This design comes from an exercise in tuning for small area, a short achievable clock period and few clock cycles per item on the open sky130 flow, not from production work. In this exercise RTL edits were held to simulation tests only and were not proved equivalent to the original.

## build 71
Design single_float_add_sub, start of the top module:
module single_float_add_sub #(
  parameter int unsigned KEPT_ALIGN_BITS = 8
) (
  input  logic             clk_i,
  input  logic             rst_ni,
  input  logic             in_valid_i,
  output logic             in_stall_o,
  input  logic             mode_i,
  input  logic [31:0] a_bits_i,
  input  logic [31:0] b_bits_i,
  output logic             out_valid_o,
  input  logic             out_stall_i,
  output logic [31:0] result_bits_o,
  output logic             range_error_o
);
==> flow/config.mk <==
export PLATFORM = sky130hd
export DESIGN_NAME = single_float_add_sub
export DESIGN_NICKNAME = single_float_add_sub
export VERILOG_FILES = /design/flow/design.v
export SDC_FILE = /design/flow/constraint.sdc
export NUM_CORES = 4
export LEC_CHECK = 0
export CAP_MARGIN = 20
export CORE_MARGIN = 2
export CORE_UTILIZATION = 40
export SLEW_MARGIN = 20
==> flow/constraint.sdc <==
create_clock -name core_clock -period 14.0 [get_ports {clk_i}]
set_input_delay 2.8000 -clock core_clock [delete_from_list [all_inputs] [get_ports {clk_i}]]
set_output_delay 2.8000 -clock core_clock [all_outputs]
set_load 0.01 [all_outputs]
standard.sh (not shown) runs the stock make flow with config.mk's settings and CLKGATE_MAP_FILE= SYNTH_SCRIPT=/design/flow/synth_recipe.tcl, a recipe that flattens the netlist after the stock synthesis.
==> flow/flow/run.sh <==
#!/bin/bash
# The standard layout, with timing repair aiming well below the clock period
# (setup margin), so that the achieved period is short.
set -euo pipefail
bash standard.sh SETUP_SLACK_MARGIN=10 finish > make_finish.log 2>&1
Testbench counts of build 71, summed over its fixed seeds: cycles 16,032, items 16,000.
What build 45 does differently from build 71 at the input level:
==> flow/flow/run.sh <==
#!/bin/bash
# The standard layout with these changes to how it is made:
# - synthesis maps with the ABC script flow/abc.script (flow/synth.tcl);
# - timing repair aims well below the clock period (setup margin 9.8 ns),
#   so that the achieved period is short;
# - larger clock-tree sink clusters (fewer, shallower clock buffers);
# - buf_2 cells as the port buffers;
# - denser placement.
set -euo pipefail
here="$(cd "$(dirname "${BASH_SOURCE[0]}")" && pwd)"
export FLOW_ABC_SCRIPT="$here/abc.script"
bash standard.sh SYNTH_SCRIPT="$here/synth.tcl" \
  SETUP_SLACK_MARGIN=9.8 \
  CTS_CLUSTER_SIZE=25 CTS_CLUSTER_DIAMETER=200 \
  "BUFFER_PORTS_ARGS=-buffer_cell sky130_fd_sc_hd__buf_2" \
  CORE_UTILIZATION=60 PLACE_DENSITY=0.75 \
  finish > make_finish.log 2>&1
==> flow/flow/abc.script (new file) <==
strash
dch
map -a
topo
stime -c
buffer -c
upsize -c
dnsize -c
==> flow/flow/synth.tcl (new file) <==
# The standard flow's synthesis script (synth_recipe.tcl), except that ABC maps with the
# script in flow/abc.script instead of ORFS's speed or area script. Only the
# combinational mapping changes; the registers are those of the standard
# synthesis.
proc synth {args} { yosys synth -nofsm -noshare {*}$args }
proc abc {args} {
  set i [lsearch -exact $args -script]
  if {$i >= 0} { lset args [expr {$i + 1}] $::env(FLOW_ABC_SCRIPT) }
  yosys abc {*}$args
}
source $::env(SCRIPTS_DIR)/synth.tcl
# left out here: clear keep_hierarchy, flatten, clean up, hide names made inside functions, write 1_2_yosys.v
Results
Overall global routing resource usage: build 45 and build 71 compared, lower one is build 71. Diff build 71..build 45 | number of buffer and inverter stages on the critical path | unchanged. The setup slack of the critical path after layout of build 45 exceeds that of build 71 by 100 ps. Changes observed in build 45 relative to build 71: routed wire length fell by 13%, net count after synthesis rose by 7.7%, cell area after synthesis fell by 1200 sq um, delay of the slowest cell on the worst path stayed essentially flat. Comparing build 45 against build 71, there is no change at all in count of antenna diodes in the layout.
## Diff of input files: build 17 against build 45
==> flow/flow/run.sh <==
#!/bin/bash
# The standard layout with these changes to how it is made:
# - timing repair aims well below the clock period (setup margin 10 ns),
#   so that the achieved period is short;
# - ABC's area script in synthesis;
# - larger clock-tree sink clusters (fewer, shallower clock buffers);
# - buf_2 cells as the port buffers.
set -euo pipefail
bash standard.sh SETUP_SLACK_MARGIN=10 ABC_AREA=1 \
  CTS_CLUSTER_SIZE=25 CTS_CLUSTER_DIAMETER=200 \
  "BUFFER_PORTS_ARGS=-buffer_cell sky130_fd_sc_hd__buf_2" \
  finish > make_finish.log 2>&1
removed: flow/flow/abc.script
removed: flow/flow/synth.tcl
==> run notes <==
Comparing build 17 with build 45, the number of top-level design ports came out essentially unchanged. Per the comparison of build 17 with build 45, critical path depth now sits lower, non-clock buffer total of the final layout now sits lower, flip-flop and latch count now sits at about the same level. What build 45 reported for design area has to be multiplied by 1.06 to get the figure for build 17. [diff] setup slack, build 17 relative to build 45: regression.
The following lists how build 18 was set up differently from build 17:
==> flow/flow/run.sh <==
#!/bin/bash
# The standard layout with these changes to how it is made:
# - synthesis maps with the ABC script flow/abc.script (flow/synth.tcl);
# - timing repair aims well below the clock period (setup margin 10 ns),
#   so that the achieved period is short;
# - larger clock-tree sink clusters (fewer, shallower clock buffers);
# - buf_2 cells as the port buffers;
# - denser placement.
set -euo pipefail
here="$(cd "$(dirname "${BASH_SOURCE[0]}")" && pwd)"
export FLOW_ABC_SCRIPT="$here/abc.script"
bash standard.sh SYNTH_SCRIPT="$here/synth.tcl" \
  SETUP_SLACK_MARGIN=10 \
  CTS_CLUSTER_SIZE=25 CTS_CLUSTER_DIAMETER=200 \
  "BUFFER_PORTS_ARGS=-buffer_cell sky130_fd_sc_hd__buf_2" \
  CORE_UTILIZATION=60 PLACE_DENSITY=0.75 \
  finish > make_finish.log 2>&1
==> flow/flow/abc.script (new file) <==
strash
dch
map -a
topo
stime -c
buffer -c
upsize -c
dnsize -c
==> flow/flow/synth.tcl (new file) <==
# The standard flow's synthesis script (synth_recipe.tcl), except that ABC maps with the
# script in flow/abc.script instead of ORFS's speed or area script. Only the
# combinational mapping changes; the registers are those of the standard
# synthesis.
proc synth {args} { yosys synth -nofsm -noshare {*}$args }
proc abc {args} {
  set i [lsearch -exact $args -script]
  if {$i >= 0} { lset args [expr {$i + 1}] $::env(FLOW_ABC_SCRIPT) }
  yosys abc {*}$args
}
source $::env(SCRIPTS_DIR)/synth.tcl
# left out here: clear keep_hierarchy, flatten, clean up, hide names made inside functions, write 1_2_yosys.v
- The register-to-register slack in build 18 was lower than what build 17 gave.
- Looking at start point of the critical path, the vo_q result is from build 17; the res_q[0] one comes from build 18.
- Re mapped cell area: build 18 is 5.9% down on build 17.
- [diff] first-pass GRT wire length, build 18 relative to build 17: improvement
- Cmp build 18 vs build 17: global-route usage higher in build 18
Input changes introduced in build 47 (baseline for comparison: build 18):
==> flow/flow/abc.script <==
strash
&get -n
&dch
&nf
&put
topo
stime -c
buffer -c
upsize -c
dnsize -c
- Compared with build 18, in build 47 time the final worst path needs with I/O delays and setup rose 74 ps; amount of wire on met3 after detailed routing fell 15%.
- For build 18, the path type of the worst setup path was reg -> out, unlike build 47, where it was reg -> reg.
- Taking build 47 over build 18, the synthesized instance count ratio works out to 0.882.
- Per the comparison of build 47 with build 18, via density per instance now larger; cell area after synthesis closely matched the old numbers.
- On setup slack, build 18 beats build 47.
- Build 47 and build 18 ended up with nearly the same overall die height.
- The slowest library cell on the worst path comes out sky130_fd_sc_hd__edfxtp_1 in one run and sky130_fd_sc_hd__or3_4 in the other, namely in build 18 and build 47 respectively.
- Build 18 has a higher global-route usage than build 47.
- On clock latency of the later-clocked register in the worst-skew pair, build 47 tracks build 18 almost exactly.

-- separate check: timing with driven ports --
The results above use ideal ports. As a check the final layouts listed here were re-extracted and re-timed, cells and wires unchanged.
Step 1 sets driving cells, clkbuf_16 on the clock port and buf_2 on the other inputs (assumed; they add their load-dependent delay and slew).
Step 2 moves the port delays by t, midway between the first and last clock arrival at a register: inputs arrive t later, outputs are due t later. That takes back most of the time a late clock gives input paths.
Three values: no drivers, after step 1, after step 2; two values: the first two.
| run | shift t [ns] | setup slack, ns | hold WS [ns] |
|---|---|---|---|
| build 71 | 0.595 | 9.988 / 9.939 / 9.507 | 0.413 / 0.413 / 0.413 |
| build 45 | 0.530 | 10.091 / 10.072 / 9.664 | 0.411 / 0.411 / 0.411 |
| build 17 | 0.546 | 10.049 / 9.994 / 9.959 | 0.417 / 0.417 / 0.417 |
| build 18 | 0.528 | 10.118 / 10.069 / 9.664 | 0.409 / 0.409 / 0.409 |
| build 47 | 0.518 | 10.044 / 10.009 / 10.032 | 0.426 / 0.426 / 0.426 |
After both steps every run listed still meets setup and hold. The setup slack of build 71, which loses most, moves by -0.049 ns with the drivers and by -0.481 ns with both steps.
